This design comes from an exercise in tuning for small area on the open sky130 flow, not from production work.
Only simulation tests tie the RTL to the original design; equivalence was not proved.

// ex_stage
module ex_stage (
	input  logic                clock,
	input  logic                rst_n,
	input  logic                issue_valid,
	input  logic [209:0]        issue_pkt,
	output logic                issue_credit,
	output logic                complete_valid,
	output logic [37:0]         complete,
	input  logic                bus_credit,
	output logic                branch_valid,
	output logic [39:0]         branch
);
Size: roughly 440 flip-flops, ~300 I/O pins.
==> flow/config.mk <==
export PLATFORM = sky130hd
export DESIGN_NAME = ex_stage
export DESIGN_NICKNAME = ex_stage
export VERILOG_FILES = /design/flow/design.v
export SDC_FILE = /design/flow/constraint.sdc
export NUM_CORES = 4
export LEC_CHECK = 0
export ABC_AREA = 1
export CAP_MARGIN = 20
export CORE_MARGIN = 2
export CORE_UTILIZATION = 50
export SLEW_MARGIN = 20
export SYNTH_HIERARCHICAL = 1
==> flow/constraint.sdc <==
create_clock -name core_clock -period 10.0 [get_ports {clock}]
set_input_delay 2.0000 -clock core_clock [delete_from_list [all_inputs] [get_ports {clock}]]
set_output_delay 2.0000 -clock core_clock [all_outputs]
set_load 0.01 [all_outputs]
standard.sh (not shown) runs the stock make flow with config.mk's settings and CLKGATE_MAP_FILE= SYNTH_SCRIPT=/design/flow/synth_recipe.tcl, a recipe that flattens the netlist after the stock synthesis.
==> flow/flow/run.sh <==
#!/bin/bash
# The standard layout, with plain buffers (not delay cells) on the ports.
set -euo pipefail
export BUFFER_PORTS_ARGS="-buffer_cell sky130_fd_sc_hd__buf_2"
bash standard.sh > standard.log 2>&1
Rerun with:
==> flow/flow/run.sh (replaced) <==
#!/bin/bash
# The standard layout, with plain buffers (not delay cells) on the ports.
set -euo pipefail
export BUFFER_PORTS_ARGS="-buffer_cell sky130_fd_sc_hd__buf_1"
bash standard.sh > standard.log 2>&1
CORE_UTILIZATION = 55   (was 50)
CTS_BUF_LIST = sky130_fd_sc_hd__clkbuf_8   (was default)
=>
- The changed run went through all stages and came out clean
- routed wire length fell by about 1.8%
- final cell count shrinks by about 2.2%
- worst setup slack gets worse by 0.088 ns

* * *

Another version of the RTL of ex_stage (not shown whole).
Size: ~6,200 cells after synthesis, ~300 I/O pins, roughly 0.050 mm2 of cells after synthesis.
==> flow/config.mk <==
export PLATFORM = sky130hd
export DESIGN_NAME = ex_stage
export DESIGN_NICKNAME = ex_stage
export VERILOG_FILES = /design/flow/design.v
export SDC_FILE = /design/flow/constraint.sdc
export NUM_CORES = 4
export LEC_CHECK = 0
export ABC_AREA = 1
export CAP_MARGIN = 20
export CORE_MARGIN = 2
export CORE_UTILIZATION = 58
export CTS_BUF_LIST = sky130_fd_sc_hd__clkbuf_8
export CTS_CLUSTER_DIAMETER = 45
export CTS_CLUSTER_SIZE = 18
export GPL_ROUTABILITY_DRIVEN = 0
export SETUP_SLACK_MARGIN = 0.1
export SLEW_MARGIN = 20
export SYNTH_HIERARCHICAL = 1
==> flow/constraint.sdc <==
create_clock -name core_clock -period 10.0 [get_ports {clock}]
set_input_delay 2.0000 -clock core_clock [delete_from_list [all_inputs] [get_ports {clock}]]
set_output_delay 2.0000 -clock core_clock [all_outputs]
set_load 0.01 [all_outputs]
==> flow/flow/run.sh <==
#!/bin/bash
# The standard layout, with plain buffers (not delay cells) on the ports;
# timing-driven placement only steers placement, its trial buffering is
# not kept.
set -euo pipefail
export BUFFER_PORTS_ARGS="-buffer_cell sky130_fd_sc_hd__buf_1"
export GPL_KEEP_OVERFLOW=0
bash standard.sh > standard.log 2>&1
The starting point completed without violations.
Edit:
Settings changed: CORE_UTILIZATION 58 to 55.
Worst setup slack is worse by 0.013 ns.
Synthesized area is unchanged.
Final cell count rose by about 0.6%.
Sequential share of layout area is about the same.
Critical path depth fell by 3.
Via count fell by 0.88%.
Register-to-register slack is worse by 0.03 ns.
Edit:
Settings changed: CORE_UTILIZATION 55 to 61.
After rerunning: Die area is lower by 9.7%. Cell count is lower by 1.5%. Worst setup slack improved by 0.026 ns. Synthesized area does not change. Synthesized cell count stays the same. Core utilization is higher by 6.4 points. Final area is lower by 0.53%. Via count is higher by 1.4%. Sequential cell count stays the same.

[what the ideal ports hide]
Ports are ideal in the flow. The routed layouts listed here were re-timed in OpenROAD.
Step 1 assumes that a clkbuf_16 drives the clock port and a buf_2 every other input.
Step 2 moves the port delays by t, midway between the first and last clock arrival at a register: inputs arrive t later, outputs are due t later. That takes back most of the time a late clock gives input paths.
Three values: ideal ports, drivers, drivers and shift; two values: the first two.
run	t (ns)	slack for setup (ns)	slew at the worst register clock pin (ns)	pins driven straight from the clock port
the first run of note 1	0.597	0.355 / 0.359 / -0.238	0.07 / 0.07	1
the second run of note 1	0.662	0.267 / 0.289 / -0.373	0.08 / 0.08	1
the first run of note 2	0.671	0.235 / 0.252 / -0.419	0.12 / 0.12	1
the second run of note 2	0.700	0.222 / 0.229 / -0.470	0.12 / 0.12	1
the third run of note 2	0.653	0.247 / 0.259 / -0.394	0.12 / 0.12	1
Met with ideal ports but missed after step 2: setup timing in every run listed. For the second run of note 2, which loses most, drivers alone change the setup slack by +0.007 ns; drivers and shift together by -0.692 ns.
